From an optimization exercise on the open Yosys and OpenROAD flow, aimed at small area and a short achievable clock period; shortcuts taken in it are not production practice.
At most, simulation tests tie the RTL to the original design; equivalence was not proved.
For run 4, only the layout was checked, not whether the RTL still works.
Power and IR drop assume default switching activity.

==> design.v <==
`default_nettype none
module instr_mem_loader #(
  parameter logic [7:0] LOAD_BASE      = 8'h00,
  parameter logic       ERR_ON_HI_BITS = 1'b1
) (
  input  logic       Clk,
  input  logic       Rst,
  input  logic [7:0] i_Addres_Instr_Bus,
  output logic [8:0] o_Instruction,
  input  logic       i_Load_Start,
  input  logic [7:0] i_Load_Byte,
  input  logic       i_Load_Valid,
  output logic       o_Load_Ready,
  output logic       o_Core_Hold,
  output logic       o_Load_Done,
  output logic       o_Load_Err,
  output logic [8:0] o_Load_Count
);
  typedef enum logic [2:0] {
    S_IDLE = 3'd0, S_LEN = 3'd1, S_LO = 3'd2, S_HI = 3'd3, S_DONE = 3'd5
  } state_t;
  state_t     r_state;
  state_t     w_state_nxt;
  logic [8:0] r_mem [256];
  logic [7:0] r_ptr;
  logic [7:0] r_lo;
  logic [8:0] r_remaining;
  logic       r_err_pend;
  logic       r_hold;
  logic       r_err;
  logic [8:0] r_count;
  logic w_ready;
  logic w_accept;
  logic w_last;
  logic w_hi_bad;
  logic w_we;
  logic [15:0]  w_dec_lo_n;
  logic [15:0]  w_dec_hi_n;
  logic [255:0] w_sel;
  logic [8:0]   w_rd;
  iml_dec4n u_dec_lo (.i_a(i_Addres_Instr_Bus[3:0]), .o_yn(w_dec_lo_n));
  iml_dec4n u_dec_hi (.i_a(i_Addres_Instr_Bus[7:4]), .o_yn(w_dec_hi_n));
  for (genvar r = 0; r < 256; r++) begin : g_sel
    iml_nor2 u_sel (.i_a(w_dec_lo_n[r % 16]), .i_b(w_dec_hi_n[r / 16]), .o_y(w_sel[r]));
  end
  logic [8:0] w_q [256];
  for (genvar r = 0; r < 256; r++) begin : g_q
    assign w_q[r] = r_mem[r];
  end
  for (genvar b = 0; b < 9; b++) begin : g_bit
    logic [85:0] w_l1_n;
    logic [21:0] w_l2;
    logic [5:0]  w_l3_n;
    logic [1:0]  w_l4;
    for (genvar k = 0; k < 85; k++) begin : g_l1
      iml_aoi222 u_aoi (
        .i_a1(w_sel[3*k]),   .i_a2(w_q[3*k][b]),
        .i_b1(w_sel[3*k+1]), .i_b2(w_q[3*k+1][b]),
        .i_c1(w_sel[3*k+2]), .i_c2(w_q[3*k+2][b]),
        .o_yn(w_l1_n[k])
      );
    end
    iml_nand2 u_nand_row255 (.i_a(w_sel[255]), .i_b(w_q[255][b]), .o_y(w_l1_n[85]));
    for (genvar k = 0; k < 21; k++) begin : g_l2
      iml_nand4 u_nand (.i_a(w_l1_n[4*k]), .i_b(w_l1_n[4*k+1]), .i_c(w_l1_n[4*k+2]),
                        .i_d(w_l1_n[4*k+3]), .o_y(w_l2[k]));
    end
    iml_nand2 u_nand_last (.i_a(w_l1_n[84]), .i_b(w_l1_n[85]), .o_y(w_l2[21]));
    for (genvar k = 0; k < 5; k++) begin : g_l3
      iml_nor4 u_nor (.i_a(w_l2[4*k]), .i_b(w_l2[4*k+1]), .i_c(w_l2[4*k+2]),
                      .i_d(w_l2[4*k+3]), .o_yn(w_l3_n[k]));
    end
    iml_nor2 u_nor_last (.i_a(w_l2[20]), .i_b(w_l2[21]), .o_y(w_l3_n[5]));
    for (genvar k = 0; k < 2; k++) begin : g_l4
      iml_nand3 u_nand3 (.i_a(w_l3_n[3*k]), .i_b(w_l3_n[3*k+1]), .i_c(w_l3_n[3*k+2]),
                         .o_y(w_l4[k]));
    end
    iml_or2 u_or (.i_a(w_l4[0]), .i_b(w_l4[1]), .o_y(w_rd[b]));
  end
  assign o_Instruction = w_rd;
  assign o_Load_Ready  = w_ready;
  assign o_Core_Hold   = r_hold;
  assign o_Load_Err    = r_err;
  assign o_Load_Count  = r_count;
  assign w_last   = (r_remaining == 9'd1);
  assign w_hi_bad = ERR_ON_HI_BITS && (i_Load_Byte[7:1] != 7'd0);
  assign w_we     = w_accept && (r_state == S_HI) && !Rst;
  always_ff @(posedge Clk) begin
    if (Rst) begin
      r_state <= S_IDLE;
    end else begin
      r_state <= w_state_nxt;
    end
  end
  always_comb begin
    w_state_nxt = r_state;
    w_ready     = 1'b0;
    o_Load_Done = 1'b0;
    case (r_state)
      S_LEN, S_LO, S_HI: w_ready = 1'b1;
      S_DONE: begin
        o_Load_Done = ~r_err_pend;
        w_state_nxt = S_IDLE;
      end
      default: ;
    endcase
    w_accept = w_ready & i_Load_Valid & ~i_Load_Start;
    if (w_accept) begin
      case (r_state)
        S_LEN: w_state_nxt = S_LO;
        S_LO:  w_state_nxt = S_HI;
        S_HI:  w_state_nxt = w_last ? S_DONE : S_LO;
        default: ;
      endcase
    end
    if (i_Load_Start) begin
      w_state_nxt = S_LEN;
    end
  end
  always_ff @(posedge Clk) begin
    if (Rst) begin
      r_ptr       <= LOAD_BASE;
      r_lo        <= 8'd0;
      r_remaining <= 9'd0;
      r_err_pend  <= 1'b0;
      r_hold      <= 1'b0;
      r_err       <= 1'b0;
      r_count     <= 9'd0;
    end else if (i_Load_Start) begin
      r_ptr       <= LOAD_BASE;
      r_remaining <= 9'd0;
      r_err_pend  <= 1'b0;
      r_hold      <= 1'b1;
      r_err       <= 1'b0;
      r_count     <= 9'd0;
    end else begin
      if (w_accept) begin
        case (r_state)
          S_LEN: r_remaining <= (i_Load_Byte == 8'd0) ? 9'd256 : {1'b0, i_Load_Byte};
          S_LO:  r_lo <= i_Load_Byte;
          S_HI: begin
            r_ptr       <= r_ptr + 8'd1;
            r_remaining <= r_remaining - 9'd1;
            if (r_count != 9'h100) begin
              r_count <= r_count + 9'd1;
            end
            if (w_hi_bad) begin
              r_err_pend <= 1'b1;
            end
          end
          default: ;
        endcase
      end
      if (r_state == S_DONE) begin
        if (r_err_pend) begin
          r_err <= 1'b1;
        end else begin
          r_hold <= 1'b0;
        end
        r_err_pend <= 1'b0;
      end
    end
  end
  always_ff @(posedge Clk) begin
    if (w_we) begin
      r_mem[r_ptr] <= {i_Load_Byte[0], r_lo};
    end
  end
endmodule
module iml_dec4n (
  input  logic [3:0]  i_a,
  output logic [15:0] o_yn
);
  for (genvar i = 0; i < 16; i++) begin : g_y
    assign o_yn[i] = (i_a != i);
  end
endmodule
module iml_nor2 (input logic i_a, i_b, output logic o_y);
  assign o_y = ~(i_a | i_b);
endmodule
module iml_nand2 (input logic i_a, i_b, output logic o_y);
  assign o_y = ~(i_a & i_b);
endmodule
module iml_nand3 (input logic i_a, i_b, i_c, output logic o_y);
  assign o_y = ~(i_a & i_b & i_c);
endmodule
module iml_nand4 (input logic i_a, i_b, i_c, i_d, output logic o_y);
  assign o_y = ~(i_a & i_b & i_c & i_d);
endmodule
module iml_nor4 (input logic i_a, i_b, i_c, i_d, output logic o_yn);
  assign o_yn = ~(i_a | i_b | i_c | i_d);
endmodule
module iml_or2 (input logic i_a, i_b, output logic o_y);
  assign o_y = i_a | i_b;
endmodule
module iml_aoi222 (
  input  logic i_a1, i_a2, i_b1, i_b2, i_c1, i_c2,
  output logic o_yn
);
  assign o_yn = ~((i_a1 & i_a2) | (i_b1 & i_b2) | (i_c1 & i_c2));
endmodule
`default_nettype wire
==> run.sh <==
#!/bin/bash
# synth_recipe.tcl (not shown) runs the flow's synth.tcl, then flattens the netlist and writes it again
# the make line also repeats each setting of config.mk as NAME=value (left out here)
make -C /OpenROAD-flow-scripts/flow DESIGN_CONFIG=/design/flow/config.mk WORK_HOME=/design/flow/orfs CLKGATE_MAP_FILE= SYNTH_SCRIPT=/design/flow/synth_recipe.tcl finish
==> config.mk <==
export PLATFORM = sky130hd
export DESIGN_NAME = instr_mem_loader
export DESIGN_NICKNAME = instr_mem_loader
export VERILOG_FILES = /design/flow/design.v
export SDC_FILE = /design/flow/constraint.sdc
export NUM_CORES = 4
export LEC_CHECK = 0
export CAP_MARGIN = 20
export CORE_MARGIN = 2
export CORE_UTILIZATION = 60
export CTS_CLUSTER_DIAMETER = 60
export CTS_CLUSTER_SIZE = 25
export SETUP_SLACK_MARGIN = 3
export SLEW_MARGIN = 20
export SYNTH_HIERARCHICAL = 1
==> constraint.sdc <==
create_clock -name core_clock -period 8.0 [get_ports {Clk}]
set_input_delay 1.6000 -clock core_clock [delete_from_list [all_inputs] [get_ports {Clk}]]
set_output_delay 1.6000 -clock core_clock [all_outputs]
set_load 0.01 [all_outputs]
==> load_flow_metrics.sql, run 1 <==
INSERT INTO impl_metrics (metric_group, metric, value, unit) VALUES
('worst_setup_path', 'critical_path_class', 'input pin to primary output', ''),
('grt', 'grt_util_met3', '7.216', '%'),
('worst_setup_path', 'timing.critical_path.arrival', '4650', 'ps'),
('grt', 'antenna_found_initial', '2', ''),
('floorplanning', 'fp.coreArea', '139000', 'µm²'),
('sta', 'finalClockSkew', '31.37', 'ps'),
('grt', 'grt_use_met1', '48.65', '%'),
('sta', 'fin_crit_sh', '78.11', '%'),
('detailed_routing', 'drt-pass1-iter-count', '10', ''),
('sta', 'final-setup-viol-count', '0', ''),
('clocking', 'clk_pin_slew_worst_paths', '70', 'ps'),
('grt', 'groute.usage.overall', '33.48', '%'),
('sta', 'slew_headroom', '17.44', '%'),
('layout', 'area_delta_synth_final', '13.75', '%'),
('sta', 'grt_setup_unrepaired', 'yes', ''),
('detailed_routing', 'vias', '48437', ''),
('detailed_routing', 'drt_iter0_markers', '9847', ''),
('layout', 'fraction_of_final_layout_cells_sized_beyond_drive_strength_1', '16.07', '%'),
('pwr', 'worst_vdd_rail_ir_drop', '212.4', 'µV'),
('placement', 'placed_cells_incl_taps', '6257', ''),
('pwr', 'power.total', '22100', 'µW'),
('floorplanning', 'num_rows', '137', ''),
('yosys', 'synth_async_sr_flop_share', '0', '%'),
('yosys', 'synthDominantAreaCellType', 'edfxtp_1', ''),
('clocking', 'tritoncts_clock_tree', 'done', ''),
('clocking', 'clockBufferDepth', '3', ''),
('placement', 'routabilityCongestion', '0.8948', ''),
('floorplanning', 'chip_height', '377.4', 'µm'),
('worst_setup_path', 'cp_slowest_stage_delay', '550', 'ps'),
('yosys', 'post_synth_inst_count', '4250', ''),
('yosys', 'postSynthRegisterBits', '2344', ''),
('layout', 'final.fill_count', '8990', ''),
('floorplanning', 'die-area', '142400', 'µm²'),
('pwr', 'p_leak', '0.02518', 'µW'),
('grt', 'via_count_of_the_first_global_routing_pass', '44962', ''),
('floorplanning', 'dieWidth', '377.4', 'µm'),
('yosys', 'synth_warnings', '9', ''),
('yosys', 'synth_flop_cell', 'edfxtp_1', ''),
('layout', 'layoutNonFillerInstCount', '6650', ''),
('grt', 'global_route_wire_length_before_repair', '334400', 'µm'),
('sta', 'count_of_final_hold_check_violations', '0', ''),
('grt', 'grt_remaining_overflow', '0', ''),
('placement', 'io_buffers', '41', ''),
('yosys', 'synth_top_area_share', '82.71', '%'),
('sta', 'setup_tns', '0', 'ps'),
('yosys', 'synth_seq_area_share', '83.67', '%'),
('sta', 'fin_crit', '6249', 'ps'),
('grt', 'largest_net_degree_at_the_start_of_global_routing', '195', ''),
('clocking', 'tritoncts_num_sinks', '2344', ''),
('worst_hold_path', 'hp-class', 'flip-flop to flip-flop', ''),
('detailed_routing', 'drc_errors', '0', ''),
('worst_setup_path', 'timing.critical_path.buf_inv', '4', ''),
('flow_run', 'max-cap-violations', '0', ''),
('yosys', 'synth.most_common_cell', 'edfxtp_1', ''),
('detailed_routing', 'routed_wl', '239400', 'µm'),
('clocking', 'post_cts_hold_buffer_count', '0', ''),
('floorplanning', 'ios', '42', ''),
('worst_setup_path', 'critPathSlowestCell', 'nor4_4', ''),
('detailed_routing', 'wire_per_inst', '36.00', 'µm'),
('clocking', 'cts-buffers-inserted', '145', ''),
('yosys', 'synth_top_cells_by_count', 'edfxtp_1 (2304), a222oi_1 (765), nor2_1 (554)', ''),
('clocking', 'ctsHtreeMaxLevel', '4', ''),
('clocking', 'clk_latency', '810', 'ps'),
('yosys', 'netlist_top_cells_area', 'edfxtp_1 (83%), a222oi_1 (9.2%), nor2_1 (2.5%), nand4_1 (1.5%), dfxtp_1 (0.96%)', ''),
('outcome', 'status', 'finished clean', ''),
('layout', 'finalNetCount', '4677', ''),
('worst_setup_path', 'required_arrival_time_at_the_worst_endpoint', '6400', 'ps'),
('grt', 'use_met2', '51.65', '%'),
('placement', 'hpwlAfterDp', '142100', 'µm'),
('clocking', 'cts.root.buffer_cell', 'clkbuf_16', ''),
('detailed_routing', 'post_drt_via_cell_ratio', '7.284', '');
## metal layers
metal	wire, µm	up-vias	share of wire [%]
li1	-	19891	-
met1	91070	24982	38
met2	112400	3150	47
met3	28430	414	12
met4	7558	0	3.2
met5	0	-	0
## stage by stage
stage          setup WS, ps  utilization (%)  instance area (µm²)
2_1_floorplan          2905                -                83710
3_3_place_gp          41.53            62.97                87540
3_5_place_dp          55.05            62.98                87550
4_1_cts                1889            68.34                95010
5_1_grt                1794            68.44                95140
6_report               1751            68.45                95150
## Yosys stat by module (local to each module, per instance), excerpt
module            cell area, µm²  flops+latches  cells  copies in the design
iml_or2                    6.256              0      1                     9
instr_mem_loader           72670           2344   2901                     1
iml_nand2                  3.754              0      1                    18
iml_aoi222                 10.01              0      1                   765
iml_nor2                   3.754              0      1                   265
iml_nor4                   12.51              0      1                    45
iml_nand4                  6.256              0      1                   189
## worst paths after layout
kind,end,startpoint,slack [ps],cells after the start
setup / recovery,o_Instruction[5],i_Addres_Instr_Bus[4],1750,11
hold / removal,r_err,r_err,480,2
setup reg to reg,r_mem[125][2],r_ptr[4],4550,4
hold reg to reg,r_err,r_err,480,2
## registers in the layout (all words and copies together), names as in the netlist
| name | flops |
|---|---|
| r_count | 9 |
| r_mem | 2304 |
| r_ptr | 8 |
| r_lo | 8 |
| r_hold | 1 |
| r_err_pend | 1 |
| r_remaining | 9 |
| r_state | 3 |
| r_err | 1 |
## power by group
part / switching [µW] / internal (µW) / total (µW) / leakage (µW)
clock network: 4270 / 3980 / 8260 / 0.00247
logic: 346 / 215 / 561 / 0.00584
registers: 4.46 / 13300 / 13300 / 0.0169
## what timing repair did
item                       in CTS  in global routing
setup endpoints to repair       9                  9
cloned                         15                  0
gates resized for setup       367                 12
setup buffers                  96                 10
pin swaps                     220                 36
## cells in the final DEF (no fill, tap or decap), drive strengths merged, types with 41 or more instances in the layout
cell type	instances
edfxtp	2304
a222oi	765
nand2	42
clkbuf	167
buf	292
nor2	555
clkinv	41
nand4	197
inv	56
nor4	50
## logic make-up after synthesis
group / after synthesis / synth area share [%]
AO/OA/AOI/OAI: 812 / 9.513
XOR/XNOR: 13 / 0.1361
adder cells (fa/ha/maj): 8 / 0.1197
buffers and inverters: 81 / 0.3979
flip-flops: 2344 / 83.67
multiplexers: 9 / 0.1077
AND/OR/NAND/NOR: 983 / 6.059
## cell type report
cell class | instances | area (µm²) | area share, %
Timing Repair Buffer | 317 | 3395 | 3.567
Tap cell | 1876 | 2347 | 2.467
Multi-Input combinational cell | 1827 | 14250 | 14.98
Antenna cell | 6 | 15.01 | 0.01578
Clock inverter | 99 | 1106 | 1.162
Clock buffer | 167 | 3966 | 4.168
Sequential cell | 2344 | 70020 | 73.58
Inverter | 14 | 52.55 | 0.05523
## worst register-to-register path, stage by stage (launching register included)
cell	delay (ps)
dfxtp_1	690
nor2b_1	350
nand3_1	700
or2_2	630
nor2_1	680
==> run 2: changes to the inputs <==
==> flow/run.sh (new file) <==
#!/bin/bash
# Own layout flow: the standard layout (standard.sh, unchanged synthesis
# and steps), with clock tree synthesis told not to add dummy loads. The tree
# keeps the same sink clustering as config.mk sets.
set -euo pipefail
export CTS_ARGS="-sink_clustering_enable -repair_clock_nets -sink_clustering_size 25 -sink_clustering_max_diameter 60 -dont_use_dummy_load"
bash standard.sh > standard_flow.log 2>&1
==> standard.sh (new file) <==
#!/bin/bash
# synth_recipe.tcl (not shown) runs the flow's synth.tcl, then flattens the netlist and writes it again
# the make line also repeats each setting of config.mk as NAME=value (left out here)
make -C /OpenROAD-flow-scripts/flow DESIGN_CONFIG=/design/flow/config.mk WORK_HOME=/design/flow/orfs CLKGATE_MAP_FILE= SYNTH_SCRIPT=/design/flow/synth_recipe.tcl "${@:-finish}"
removed: run.sh
==> run 2 against run 1 <==
  * Sequential power is essentially flat
  * Power shrank 6.2%
  * First-iteration DRC count shrank 5.0%
  * Clock power shrank 17%
  * Largest cell class unchanged
  * Largest power group unchanged
==> load_flow_metrics.sql, run 2 <==
INSERT INTO impl_metrics (metric_group, metric, value, unit) VALUES
('outcome', 'status', 'finished clean', ''),
('yosys', 'synth_top_area_share', '82.71', '%'),
('sta', 'fin_crit', '6273', 'ps'),
('yosys', 'avg_inst_size_synth', '19.68', 'µm²'),
('yosys', 'synth_seq_area_share', '83.67', '%'),
('clocking', 'clk_pin_slew_worst_paths', '40', 'ps'),
('worst_setup_path', 'critical_path_class', 'input pin to primary output', ''),
('detailed_routing', 'drt_iter0_markers', '9353', ''),
('sta', 'final-setup-viol-count', '0', ''),
('detailed_routing', 'vias', '47953', ''),
('floorplanning', 'die-area', '142400', 'µm²'),
('yosys', 'synth_edf_count', '2304', ''),
('detailed_routing', 'post_drt_via_cell_ratio', '7.345', ''),
('yosys', 'synth_async_sr_flop_share', '0', '%'),
('detailed_routing', 'wire_per_inst', '36.30', 'µm'),
('sta', 'grt_setup_unrepaired', 'yes', ''),
('sta', 'worst-slew-pin-transition', '1182', 'ps'),
('clocking', 'clockBufferDepth', '3', ''),
('yosys', 'synthDistinctLibCells', '55', ''),
('layout', 'largest_register_ffs', '2304', ''),
('worst_setup_path', 'end_kind', 'primary output', ''),
('worst_setup_path', 'start_kind', 'input pin', ''),
('yosys', 'postSynthRegisterBits', '2344', ''),
('placement', 'placed_cells_incl_taps', '6257', ''),
('grt', 'grt_remaining_overflow', '0', ''),
('yosys', 'syn_area', '83650', 'µm²'),
('yosys', 'synthDominantAreaCellType', 'edfxtp_1', ''),
('clocking', 'tritoncts_num_sinks', '2344', ''),
('clocking', 'ctsHtreeMaxLevel', '4', ''),
('layout', 'layout.cells.most_common', 'edfxtp_1', ''),
('grt', 'via_count_of_the_first_global_routing_pass', '44667', ''),
('layout', 'top_register', 'r_mem', ''),
('worst_setup_path', 'required_arrival_time_at_the_worst_endpoint', '6400', 'ps'),
('grt', 'largest_net_degree_at_the_start_of_global_routing', '195', ''),
('placement', 'detailed_place.area', '87550', 'µm²'),
('clocking', 'post_cts_hold_buffer_count', '0', ''),
('placement', 'routabilityCongestion', '0.8948', ''),
('yosys', 'netlist_top_cells_area', 'edfxtp_1 (83%), a222oi_1 (9.2%), nor2_1 (2.5%), nand4_1 (1.5%), dfxtp_1 (0.96%)', ''),
('sta', 'report.final.slew_viol_count', '0', ''),
('floorplanning', 'num_rows', '137', ''),
('floorplanning', 'fp.coreArea', '139000', 'µm²'),
('yosys', 'synth_flop_cell', 'edfxtp_1', ''),
('floorplanning', 'chip_height', '377.4', 'µm'),
('layout', 'finalInstanceArea', '93620', 'µm²'),
('detailed_routing', 'routed_wl', '237000', 'µm'),
('sta', 'finalClockSkew', '49.58', 'ps'),
('worst_hold_path', 'hp-class', 'flip-flop to flip-flop', ''),
('layout', 'largestRegisters', 'r_mem: 2304 flops, r_count: 9 flops, r_remaining: 9 flops', ''),
('grt', 'antenna_found_initial', '1', ''),
('detailed_routing', 'ant_nets', '0', ''),
('sta', 'fin_crit_sh', '78.41', '%'),
('floorplanning', 'dieWidth', '377.4', 'µm'),
('layout', 'finalNetCount', '4678', ''),
('yosys', 'syn_nets', '4278', ''),
('layout', 'final.fill_count', '9120', ''),
('yosys', 'post_synth_inst_count', '4250', ''),
('sta', 'final_critical_path_setup_slack', '1727', 'ps'),
('sta', 'achievable-frequency', '0.1594', 'GHz'),
('sta', 'setup_tns', '0', 'ps'),
('grt', 'global_route_wire_length_before_repair', '331600', 'µm'),
('sta', 'slew_headroom', '20.90', '%'),
('yosys', 'synth_warnings', '9', ''),
('floorplanning', 'ios', '42', ''),
('detailed_routing', 'drc_errors', '0', ''),
('layout', 'fraction_of_final_layout_cells_sized_beyond_drive_strength_1', '14.18', '%'),
('clocking', 'clk_latency', '810', 'ps'),
('pwr', 'worst_vdd_rail_ir_drop', '198.3', 'µV'),
('grt', 'groute.usage.overall', '33.18', '%'),
('worst_setup_path', 'critical_path.max_fanout', '7', ''),
('yosys', 'synth_top_cells_by_count', 'edfxtp_1 (2304), a222oi_1 (765), nor2_1 (554)', ''),
('layout', 'layoutNonFillerInstCount', '6529', ''),
('layout', 'multi_input_area', '14220', 'µm²'),
('clocking', 'cts.root.buffer_cell', 'clkbuf_16', ''),
('sta', 'count_of_final_hold_check_violations', '0', ''),
('clocking', 'tritoncts_clock_tree', 'done', ''),
('worst_setup_path', 'timing.critical_path.arrival', '4670', 'ps'),
('pwr', 'p_leak', '0.02446', 'µW'),
('layout', 'area_delta_synth_final', '11.92', '%'),
('placement', 'pre_cts_ws', '55.05', 'ps'),
('detailed_routing', 'drt-pass1-iter-count', '10', ''),
('flow_run', 'max-cap-violations', '0', ''),
('layout', 'most-common-layout-cells', 'edfxtp_1 (2304), a222oi_1 (765), nor2_1 (466), nand4_1 (197), buf_4 (197)', ''),
('sta', 'hold_ws', '472.4', 'ps'),
('placement', 'io_buffers', '41', ''),
('yosys', 'synth.most_common_cell', 'edfxtp_1', ''),
('floorplanning', 'floorplan.initialDensity', '60.17', '%'),
('layout', 'layout.area.seq', '70020', 'µm²'),
('clocking', 'cts-buffers-inserted', '145', ''),
('pwr', 'power_per_cell_area', '221.3', 'nW/µm²'),
('placement', 'hpwlAfterDp', '142100', 'µm');
## run 2: changes by cell type in the layout (fill, tap and decap cells not counted), moves of 10 or more
cell | previous run | this run
buf_4 | 187 | 197
clkbuf_1 | 10 | 0
clkbuf_16 | 157 | 146
clkinv_2 | 12 | 0
clkinv_4 | 13 | 0
clkinv_8 | 11 | 0
inv_6 | 23 | 0
inv_8 | 13 | 0
## run 2: path summary, 6_finish.rpt
check	startpoint	endpoint	slack (ps)	depth (start not counted)
max	i_Addres_Instr_Bus[5]	o_Instruction[1]	1730	13
min	r_err	r_err	470	2
max reg2reg	r_state[0]	r_mem[20][5]	4480	4
min reg2reg	r_err	r_err	470	2
## run 2: report_power, final
group / total, µW / internal, µW / switching, µW / leakage, µW
Combinational: 552 / 212 / 340 / 0.00580
Clock: 6880 / 3210 / 3670 / 0.00179
Sequential: 13300 / 13300 / 4.44 / 0.0169
## run 2: cell families (layout without fill, tap and decap cells)
logic type      after synthesis  in the layout  share of synthesized area [%]
other cells                   0              5                              0
xor+xnor                     13             13                         0.1361
simple gates                983            984                          6.059
compound gates              812            812                          9.513
buf+inv                      81            478                         0.3979
fa+ha+maj                     8              8                         0.1197
mux                           9              9                         0.1077
flops                      2344           2344                          83.67
## run 2: critical path, cell delays in order
cell	delay, ps
buf_12	120
buf_8	120
nand4bb_4	180
buf_8	160
nor2_2	60
buf_4	160
buf_4	140
a222oi_1	510
nand4_1	410
nor4_4	550
nand3_1	190
or2_4	330
buf_6	130
## run 2: routing by layer
| layer | vias to the layer above | GRT usage (%) | share of wire, % |
|---|---|---|---|
| li1 | 19715 | - | - |
| met1 | 24751 | 48.47 | 38 |
| met2 | 3096 | 51.08 | 47 |
| met3 | 391 | 6.861 | 11 |
| met4 | 0 | 10.18 | 3.4 |
| met5 | - | 0 | 0 |
## run 2: timing repair
action	4_1_cts	5_1_grt
endpoints found under the setup margin	9	9
cloned	10	1
pin swaps	189	62
setup buffers	89	22
resized for setup	337	19
## run 2: area by class of cell
type,count,share of cell area [%]
diodes,5,0.01336
well taps,1876,2.507
multi-input cells,1826,15.18
repair buffers,319,3.576
inverters,14,0.05613
flip-flops and latches,2344,74.79
clock buffers,145,3.876
## run 2: per-stage QoR
stage               total power [µW]  util (%)
floorplan                      13720         -
global placement               13990     62.97
global route                   21180     67.34
detailed placement             13990     62.98
CTS                            20750     67.14
finish                         20720     67.35
## run 2: Yosys stat by module (local to each module, per instance)
module            area [µm²]  flops+latches  copies in the design
iml_dec4n              186.4              0                     2
iml_nand2              3.754              0                    18
iml_nand4              6.256              0                   189
iml_or2                6.256              0                     9
iml_nand3              5.005              0                    18
iml_aoi222             10.01              0                   765
iml_nor4               12.51              0                    45
iml_nor2               3.754              0                   265
instr_mem_loader       72670           2344                     1
==> run 3: changes to the inputs <==
--- a/config.mk
+++ b/config.mk
@@ -11,4 +11,5 @@
 export CTS_CLUSTER_DIAMETER = 60
 export CTS_CLUSTER_SIZE = 25
+export PLACE_DENSITY = 0.75
 export SETUP_SLACK_MARGIN = 3
 export SLEW_MARGIN = 20
==> run 3 against run 2 <==
  * Still clean on timing, DRC and antenna
  * Global-route usage shrank 0.34 points
  * Utilization increased by 0.44 points
  * Sequential cell count did not move
  * Cell count is 0.69% higher
  * Sequential power hardly changed
  * Sequential share of layout area decreased by 0.49 points
  * Synthesized cell count unchanged
  * Worst hold slack improved by 31 ps
  * Critical path type unchanged
  * Critical endpoint is now o_Instruction[7]
  * Highest routed layer is now met5
==> load_flow_metrics.sql, run 3 <==
INSERT INTO impl_metrics (metric_group, metric, value, unit) VALUES
('yosys', 'synth_async_sr_flop_share', '0', '%'),
('layout', 'layout.cells.most_common', 'edfxtp_1', ''),
('worst_setup_path', 'critical_path.startpoint', 'i_Addres_Instr_Bus[2]', ''),
('grt', 'via_count_of_the_first_global_routing_pass', '46700', ''),
('yosys', 'synthXorXnorAreaFrac', '0.1361', '%'),
('worst_setup_path', 'rr_endpoint', 'r_mem[42][7]', ''),
('pwr', 'power_per_cell_area', '216.6', 'nW/µm²'),
('yosys', 'avg_inst_size_synth', '19.68', 'µm²'),
('sta', 'achievable-frequency', '0.1617', 'GHz'),
('grt', 'antenna_found_initial', '7', ''),
('yosys', 'synth.most_common_cell', 'edfxtp_1', ''),
('floorplanning', 'dieWidth', '377.4', 'µm'),
('layout', 'fraction_of_final_layout_cells_sized_beyond_drive_strength_1', '16.38', '%'),
('yosys', 'synth_warnings', '9', ''),
('layout', 'largest_register_ffs', '2304', ''),
('floorplanning', 'fp.coreArea', '139000', 'µm²'),
('grt', 'grt_remaining_overflow', '0', ''),
('sta', 'finalClockSkew', '77.32', 'ps'),
('worst_setup_path', 'timing.critical_path.arrival', '4590', 'ps'),
('worst_setup_path', 'crit-reg2reg-launch', 'r_state[2]', ''),
('detailed_routing', 'wire_per_inst', '35.86', 'µm'),
('detailed_routing', 'routed_wl', '235700', 'µm'),
('detailed_routing', 'post_drt_via_cell_ratio', '7.596', ''),
('worst_setup_path', 'critPathSlowestCell', 'a222oi_1', ''),
('yosys', 'synthDistinctLibCells', '55', ''),
('yosys', 'muxShareOfSynthArea', '0.1077', '%'),
('yosys', 'syn_area', '83650', 'µm²'),
('worst_setup_path', 'required_arrival_time_at_the_worst_endpoint', '6400', 'ps'),
('worst_setup_path', 'cp_slowest_stage_delay', '650', 'ps'),
('worst_setup_path', 'r2r_slack', '3820', 'ps'),
('grt', 'largest_net_degree_at_the_start_of_global_routing', '198', ''),
('floorplanning', 'die-area', '142400', 'µm²'),
('sta', 'report.final.slew_viol_count', '0', ''),
('pwr', 'p_leak', '0.02467', 'µW'),
('sta', 'setup_tns', '0', 'ps'),
('yosys', 'synth_compound_gate_area_share', '9.513', '%'),
('sta', 'fin_crit_sh', '77.32', '%'),
('flow_run', 'max-cap-violations', '0', ''),
('floorplanning', 'chip_height', '377.4', 'µm'),
('worst_setup_path', 'critical_path.max_fanout', '16', ''),
('detailed_routing', 'vias', '49939', ''),
('worst_setup_path', 'worstSetupEndpoint', 'o_Instruction[7]', ''),
('placement', 'routabilityCongestion', '0.9573', ''),
('worst_setup_path', 'critical_path_class', 'input pin to primary output', ''),
('yosys', 'synth_top_cells_by_count', 'edfxtp_1 (2304), a222oi_1 (765), nor2_1 (554)', ''),
('sta', 'count_of_final_hold_check_violations', '0', ''),
('yosys', 'synth_edf_count', '2304', ''),
('clocking', 'tritoncts_num_sinks', '2344', ''),
('clocking', 'clk_latency', '830', 'ps'),
('clocking', 'cts-buffers-inserted', '134', ''),
('clocking', 'ctsHtreeMaxLevel', '4', ''),
('worst_setup_path', 'start_kind', 'input pin', ''),
('worst_setup_path', 'path_cells', 'buf_6 > nand4b_1 > buf_12 > buf_4 > nor2_1 > buf_4 > a222oi_1 > nand4_1 > nor4_2 > nand3_2 > or2_4 > buf_6', ''),
('layout', 'top_register', 'r_mem', ''),
('layout', 'largestRegisters', 'r_mem: 2304 flops, r_count: 9 flops, r_remaining: 9 flops', ''),
('floorplanning', 'num_rows', '137', ''),
('sta', 'grt_setup_unrepaired', 'yes', ''),
('yosys', 'synth_flop_cell', 'edfxtp_1', ''),
('clocking', 'clockBufferDepth', '3', ''),
('detailed_routing', 'ant_nets', '0', ''),
('floorplanning', 'ios', '42', ''),
('clocking', 'post_cts_hold_buffer_count', '0', ''),
('clocking', 'clk_pin_slew_worst_paths', '90', 'ps'),
('grt', 'global_route_wire_length_before_repair', '332000', 'µm'),
('layout', 'most-common-layout-cells', 'edfxtp_1 (2304), a222oi_1 (765), nor2_1 (399), buf_4 (231), nand4_1 (197)', ''),
('worst_hold_path', 'hp-class', 'flip-flop to flip-flop', ''),
('layout', 'area_delta_synth_final', '12.66', '%'),
('yosys', 'post_synth_fa_ha_maj_area_fraction', '0.1197', '%'),
('pwr', 'worst_vdd_rail_ir_drop', '249.0', 'µV'),
('sta', 'worst-slew-pin-transition', '1239', 'ps'),
('detailed_routing', 'drc_errors', '0', ''),
('worst_setup_path', 'r2r.worst_path.cells', '4', ''),
('placement', 'hpwlAfterDp', '138900', 'µm'),
('yosys', 'post_synth_inst_count', '4250', ''),
('yosys', 'syn_nets', '4278', ''),
('sta', 'fin_crit', '6186', 'ps'),
('grt', 'groute.usage.overall', '32.84', '%'),
('outcome', 'status', 'finished clean', ''),
('sta', 'final-setup-viol-count', '0', ''),
('detailed_routing', 'drt-pass1-iter-count', '13', ''),
('floorplanning', 'floorplan.initialDensity', '60.17', '%'),
('yosys', 'synthDominantAreaCellType', 'edfxtp_1', ''),
('placement', 'io_buffers', '41', ''),
('yosys', 'synthSimpleGateAreaFrac', '6.059', '%'),
('clocking', 'cts.root.buffer_cell', 'clkbuf_16', ''),
('layout', 'utilization', '67.79', '%'),
('yosys', 'combinational_family_with_the_most_area_after_synthesis', 'compound AO/OA/AOI/OAI gates', ''),
('layout', 'finalNetCount', '4719', ''),
('sta', 'slew_headroom', '17.43', '%'),
('yosys', 'netlist_top_cells_area', 'edfxtp_1 (83%), a222oi_1 (9.2%), nor2_1 (2.5%), nand4_1 (1.5%), dfxtp_1 (0.96%)', ''),
('yosys', 'postSynthRegisterBits', '2344', ''),
('clocking', 'tritoncts_clock_tree', 'done', ''),
('yosys', 'synth_top_area_share', '82.71', '%'),
('detailed_routing', 'drt_iter0_markers', '12062', ''),
('yosys', 'synth_seq_area_share', '83.67', '%'),
('worst_setup_path', 'end_kind', 'primary output', '');
run 3: worst min path at each step:
stage,start,to,slack (ps),depth (start not counted)
global route,r_remaining[4],r_remaining[4],530,2
floorplan,r_err_pend,r_err_pend,460,2
global placement,r_err_pend,r_err_pend,480,2
detailed placement,r_remaining[4],r_remaining[4],490,2
CTS,r_remaining[4],r_remaining[4],500,2
finish,r_err_pend,r_err_pend,500,2
run 3: power breakdown:
group	internal (µW)	total, µW	switching (µW)
Combinational	217	567	350
Sequential	13300	13300	4.46
Clock	2980	6560	3580
Total	16500	20400	3930
run 3: worst max-delay path, delay by kind of cell:
family | cells | cell delay (ps)
AND/OR/NAND/NOR | 6 | 1380
buffers and inverters | 5 | 930
AO/OA/AOI/OAI | 1 | 650
run 3: cell type report:
| class | instances | area [µm²] |
|---|---|---|
| clock buffers | 134 | 3353 |
| well taps | 1876 | 2347 |
| diodes | 9 | 22.52 |
| fillers | 8429 | 44780 |
| inverters | 14 | 52.55 |
| repair buffers | 366 | 3847 |
| flip-flops and latches | 2344 | 70020 |
| multi-input cells | 1831 | 14600 |
run 3: routing by layer:
layer	global-route usage, %	wire, µm	part of all wire (%)
met4	12.79	10580	4.5
met1	45.56	78700	33
met3	10.11	39420	17
met5	0	25	0.011
met2	49.40	107000	45
run 3: cells by family (layout without fill, tap and decap cells):
kind of cell,count (synthesis),count (layout)
DFF,2344,2344
and+or+nand+nor,983,989
AOI/OAI and AO/OA,812,812
buffers and inverters,81,514
xor gates and xnor gates,13,13
muxes,9,9
adders and majority gates,8,8
other,0,9
run 3: repair_timing:
| action | 4_1_cts | 5_1_grt |
|---|---|---|
| resized for setup | 379 | 78 |
| gates cloned | 11 | 4 |
| hold endpoints to repair | 0 | 0 |
| setup endpoints to repair | 9 | 185 |
| setup buffers | 117 | 22 |
| pin swaps | 204 | 91 |
run 3: modules after synthesis, one instance, submodules excluded:
| module | cells inside | times used | flip-flops and latches | area, µm² |
|---|---|---|---|---|
| instr_mem_loader | 2901 | 1 | 2344 | 72670 |
| iml_or2 | 1 | 9 | 0 | 6.256 |
| iml_nand3 | 1 | 18 | 0 | 5.005 |
| iml_nor2 | 1 | 265 | 0 | 3.754 |
| iml_nand2 | 1 | 18 | 0 | 3.754 |
| iml_dec4n | 20 | 2 | 0 | 186.4 |
| iml_nand4 | 1 | 189 | 0 | 6.256 |
| iml_nor4 | 1 | 45 | 0 | 12.51 |
| iml_aoi222 | 1 | 765 | 0 | 10.01 |
run 3: metrics by stage:
step | worst slack [ps] | total power [µW] | area [µm²] | cells | hold slack, ps
floorplan | 2905 | 13720 | 83710 | 4250 | 457.8
global placement | 237.3 | 13980 | 87800 | 6276 | 475.6
detailed placement | 265.3 | 13980 | 87800 | 6276 | 492.2
CTS | 1827 | 20350 | 93710 | 6538 | 500.7
global route | 1867 | 20790 | 94220 | 6566 | 530.7
finish | 1814 | 20410 | 94240 | 6574 | 503.7
==> run 4: changes to the inputs <==
--- a/design.v
+++ b/design.v
@@ -49,30 +49,26 @@
   end
   for (genvar b = 0; b < 9; b++) begin : g_bit
-    logic [85:0] w_l1_n;
-    logic [21:0] w_l2;
-    logic [5:0]  w_l3_n;
-    logic [1:0]  w_l4;
-    for (genvar k = 0; k < 85; k++) begin : g_l1
-      iml_aoi222 u_aoi (
-        .i_a1(w_sel[3*k]),   .i_a2(w_q[3*k][b]),
-        .i_b1(w_sel[3*k+1]), .i_b2(w_q[3*k+1][b]),
-        .i_c1(w_sel[3*k+2]), .i_c2(w_q[3*k+2][b]),
+    logic [127:0] w_l1_n;
+    logic [31:0]  w_l2;
+    logic [7:0]   w_l3_n;
+    logic [1:0]   w_l4;
+    for (genvar k = 0; k < 128; k++) begin : g_l1
+      iml_aoi22 u_aoi (
+        .i_a1(w_sel[2*k]),   .i_a2(w_q[2*k][b]),
+        .i_b1(w_sel[2*k+1]), .i_b2(w_q[2*k+1][b]),
         .o_yn(w_l1_n[k])
       );
     end
-    iml_nand2 u_nand_row255 (.i_a(w_sel[255]), .i_b(w_q[255][b]), .o_y(w_l1_n[85]));
-    for (genvar k = 0; k < 21; k++) begin : g_l2
+    for (genvar k = 0; k < 32; k++) begin : g_l2
       iml_nand4 u_nand (.i_a(w_l1_n[4*k]), .i_b(w_l1_n[4*k+1]), .i_c(w_l1_n[4*k+2]),
                         .i_d(w_l1_n[4*k+3]), .o_y(w_l2[k]));
     end
-    iml_nand2 u_nand_last (.i_a(w_l1_n[84]), .i_b(w_l1_n[85]), .o_y(w_l2[21]));
-    for (genvar k = 0; k < 5; k++) begin : g_l3
+    for (genvar k = 0; k < 8; k++) begin : g_l3
       iml_nor4 u_nor (.i_a(w_l2[4*k]), .i_b(w_l2[4*k+1]), .i_c(w_l2[4*k+2]),
                       .i_d(w_l2[4*k+3]), .o_yn(w_l3_n[k]));
     end
-    iml_nor2 u_nor_last (.i_a(w_l2[20]), .i_b(w_l2[21]), .o_y(w_l3_n[5]));
     for (genvar k = 0; k < 2; k++) begin : g_l4
-      iml_nand3 u_nand3 (.i_a(w_l3_n[3*k]), .i_b(w_l3_n[3*k+1]), .i_c(w_l3_n[3*k+2]),
-                         .o_y(w_l4[k]));
+      iml_nand4 u_nand4 (.i_a(w_l3_n[4*k]), .i_b(w_l3_n[4*k+1]), .i_c(w_l3_n[4*k+2]),
+                         .i_d(w_l3_n[4*k+3]), .o_y(w_l4[k]));
     end
     iml_or2 u_or (.i_a(w_l4[0]), .i_b(w_l4[1]), .o_y(w_rd[b]));
@@ -179,10 +175,4 @@
   assign o_y = ~(i_a | i_b);
 endmodule
-module iml_nand2 (input logic i_a, i_b, output logic o_y);
-  assign o_y = ~(i_a & i_b);
-endmodule
-module iml_nand3 (input logic i_a, i_b, i_c, output logic o_y);
-  assign o_y = ~(i_a & i_b & i_c);
-endmodule
 module iml_nand4 (input logic i_a, i_b, i_c, i_d, output logic o_y);
   assign o_y = ~(i_a & i_b & i_c & i_d);
@@ -194,9 +184,9 @@
   assign o_y = i_a | i_b;
 endmodule
-module iml_aoi222 (
-  input  logic i_a1, i_a2, i_b1, i_b2, i_c1, i_c2,
+module iml_aoi22 (
+  input  logic i_a1, i_a2, i_b1, i_b2,
   output logic o_yn
 );
-  assign o_yn = ~((i_a1 & i_a2) | (i_b1 & i_b2) | (i_c1 & i_c2));
+  assign o_yn = ~((i_a1 & i_a2) | (i_b1 & i_b2));
 endmodule
 `default_nettype wire
==> run.sh (new file) <==
#!/bin/bash
# synth_recipe.tcl (not shown) runs the flow's synth.tcl, then flattens the netlist and writes it again
# the make line also repeats each setting of config.mk as NAME=value (left out here)
make -C /OpenROAD-flow-scripts/flow DESIGN_CONFIG=/design/flow/config.mk WORK_HOME=/design/flow/orfs CLKGATE_MAP_FILE= SYNTH_SCRIPT=/design/flow/synth_recipe.tcl finish
--- a/config.mk
+++ b/config.mk
@@ -11,5 +11,4 @@
 export CTS_CLUSTER_DIAMETER = 60
 export CTS_CLUSTER_SIZE = 25
-export PLACE_DENSITY = 0.75
 export SETUP_SLACK_MARGIN = 3
 export SLEW_MARGIN = 20
removed: flow/run.sh
removed: standard.sh
==> run 4 against run 3 <==
  * Sequential share of layout area decreased by 6.8 points
  * Worst setup slack got worse by 160 ps
  * Count of clock-buffer cells in the layout increased by 28
  * Maximum frequency decreased by 2.6%
  * Non-clock buffer count increased by 53
  * Die area increased by 9.0%
  * Sequential power about the same
  * Critical endpoint is now o_Instruction[0]
  * Clock skew decreased by 51 ps
==> load_flow_metrics.sql, run 4 <==
INSERT INTO impl_metrics (metric_group, metric, value, unit) VALUES
('layout', 'finalNetCount', '5267', ''),
('detailed_routing', 'ant_nets', '0', ''),
('worst_setup_path', 'crit-reg2reg-launch', 'r_state[1]', ''),
('floorplanning', 'ios', '42', ''),
('sta', 'count_of_final_hold_check_violations', '0', ''),
('pwr', 'switching_share', '21.00', '%'),
('sta', 'worst-slew-pin-transition', '1271', 'ps'),
('yosys', 'synth_warnings', '9', ''),
('clocking', 'tritoncts_clock_tree', 'done', ''),
('layout', 'area_delta_synth_final', '13.70', '%'),
('layout', 'utilization', '68.49', '%'),
('floorplanning', 'chip_height', '394.1', 'µm'),
('clocking', 'ctsHtreeMaxLevel', '4', ''),
('detailed_routing', 'wire_per_inst', '33.85', 'µm'),
('clocking', 'clk_latency', '800', 'ps'),
('clocking', 'clockBufferDepth', '3', ''),
('sta', 'finalClockSkew', '26.76', 'ps'),
('sta', 'achievable-frequency', '0.1575', 'GHz'),
('detailed_routing', 'drc_errors', '0', ''),
('worst_setup_path', 'r2r.worst_path.cells', '5', ''),
('sta', 'hold_ws', '484.8', 'ps'),
('sta', 'fin_crit_sh', '79.37', '%'),
('sta', 'report.final.slew_viol_count', '0', ''),
('placement', 'pre_cts_ws', '-115.5', 'ps'),
('clocking', 'clk_pin_slew_worst_paths', '80', 'ps'),
('grt', 'groute.usage.overall', '32.15', '%'),
('detailed_routing', 'vias', '49704', ''),
('sta', 'setup_tns', '0', 'ps'),
('placement', 'hpwlAfterDp', '156900', 'µm'),
('yosys', 'synth.most_common_cell', 'edfxtp_1', ''),
('layout', 'largest_register_ffs', '2304', ''),
('pwr', 'p_leak', '0.02624', 'µW'),
('layout', 'fraction_of_final_layout_cells_sized_beyond_drive_strength_1', '39.05', '%'),
('worst_setup_path', 'required_arrival_time_at_the_worst_endpoint', '6400', 'ps'),
('worst_hold_path', 'hp-class', 'flip-flop to flip-flop', ''),
('yosys', 'synth_seq_area_share', '76.67', '%'),
('outcome', 'status', 'finished clean', ''),
('worst_setup_path', 'critical_path_class', 'input pin to primary output', ''),
('yosys', 'synthDistinctLibCells', '55', ''),
('yosys', 'synth_async_sr_flop_share', '0', '%'),
('yosys', 'syn_nets', '4764', ''),
('grt', 'via_count_of_the_first_global_routing_pass', '47869', ''),
('sta', 'slew_headroom', '15.24', '%'),
('pwr', 'combinational_share_of_power', '2.7', '%'),
('detailed_routing', 'drt_iter0_markers', '5803', ''),
('pwr', 'switching_power', '4635', 'µW'),
('yosys', 'synth_edf_count', '2304', ''),
('floorplanning', 'die-area', '155300', 'µm²'),
('worst_setup_path', 'worstSetupEndpoint', 'o_Instruction[0]', '');
run 4: cell families after synthesis:
family                   Yosys count  synth area share, %
AO/OA/AOI/OAI                   1199                16.12
AND/OR/NAND/NOR                 1082                6.515
adder cells (fa/ha/maj)            8               0.1097
buffers and inverters             81               0.3646
XOR/XNOR                          13               0.1247
flip-flops                      2344                76.67
multiplexers                       9              0.09869
run 4: power groups by stage:
| stage | Clock (µW) | Sequential, µW | Combinational, µW |
|---|---|---|---|
| final | 8200 | 13300 | 591 |
| after global routing | 8700 | 13300 | 598 |
| after CTS | 8290 | 13300 | 568 |
| after detailed placement | 0 | 13600 | 475 |
| after global placement | 0 | 13600 | 475 |
| after floorplan | 0 | 13600 | 167 |
run 4: timing repair:
| action | 4_1_cts | 5_1_grt |
|---|---|---|
| pin swaps | 123 | 70 |
| endpoints found under the setup margin | 99 | 189 |
| buffers inserted | 97 | 73 |
| gates cloned | 9 | 0 |
| gates resized for setup | 403 | 51 |
run 4: per-stage QoR:
stage	std cells	total power [µW]
after floorplan	4736	13740
after global placement	6941	14040
after detailed placement	6941	14040
after CTS	7311	22140
after global routing	7384	22590
final	7390	22070
run 4: cell type report:
type | instances | area (µm²)
repair buffers | 419 | 4066
diodes | 6 | 15.01
multi-input cells | 2313 | 22110
inverters | 14 | 52.55
clock inverters | 102 | 1066
well taps | 2030 | 2540
flip-flops and latches | 2344 | 70020
fillers | 9939 | 47750
clock buffers | 162 | 3926
run 4: per-layer routing:
metal	track usage, %	vias up	share of wire, %
li1	-	21092	-
met1	46.40	25959	41
met2	51.67	2258	48
met3	4.435	393	7.7
met4	9.633	2	3.2
met5	0	-	0.0044
run 4: worst min-delay path by stage:
| stage | startpoint | endpoint | slack (ps) | cells after the start |
|---|---|---|---|---|
| 3_3_place_gp | r_err | r_err | 450 | 2 |
| 2_1_floorplan | r_err_pend | r_err_pend | 460 | 2 |
| 6_report | r_err | r_err | 480 | 2 |
| 4_1_cts | r_hold | r_hold | 500 | 2 |
| 5_1_grt | r_err | r_err | 520 | 2 |
| 3_5_place_dp | r_err | r_err | 480 | 2 |
run 4: per-module statistics from Yosys, one instance, submodules excluded:
module	flip-flops and latches	copies in the design	cell area (µm²)
iml_nor4	0	72	12.51
iml_nand4	0	306	6.256
instr_mem_loader	2344	1	72670
iml_or2	0	9	6.256
iml_nor2	0	256	3.754
iml_dec4n	0	2	186.4
iml_aoi22	0	1152	12.51
run 4: critical path: stages:
cell      delay [ps]
buf_12           120
buf_12           140
buf_12           130
buf_4            130
nand4b_1         180
buf_6            160
buf_16           170
buf_12           110
nor2_4            50
a22oi_2          260
nand4_1          290
nor4_4           560
nand4_1          310
or2_4            360
buf_6            140

separate check: timing with driven ports:
In the flow no input, the clock included, has a driving cell. The finished layouts below were timed again as built, in two steps. Step 1 (the two cells are an assumption about what drives the block):
set clk [get_ports {Clk}]
set_driving_cell -lib_cell sky130_fd_sc_hd__clkbuf_16 $clk
set_driving_cell -lib_cell sky130_fd_sc_hd__buf_2 [delete_from_list [all_inputs] $clk]
Step 2 moves the port delays by t, midway between the first and last clock arrival at a register: inputs arrive t later, outputs are due t later. That takes back most of the time a late clock gives input paths. Three values: ideal, step 1, step 2; two values: the first two.
run | t, ns | setup WS [ns] | worst setup path at the end | latest minus earliest clock arrival (ns)
run 1 | 0.872 | 1.751 / 1.659 / 1.659 | input to output | 0.038 / 0.038
run 2 | 0.861 | 1.727 / 1.660 / 1.660 | input to output | 0.068 / 0.068
run 3 | 0.855 | 1.814 / 1.763 / 1.763 | input to output | 0.098 / 0.098
run 4 | 0.867 | 1.650 / 1.574 / 1.574 | input to output | 0.032 / 0.033
After both steps setup and hold are still met in every run listed. For run 1, which loses most, drivers alone change the setup slack by -0.092 ns; drivers and shift together by -0.092 ns.
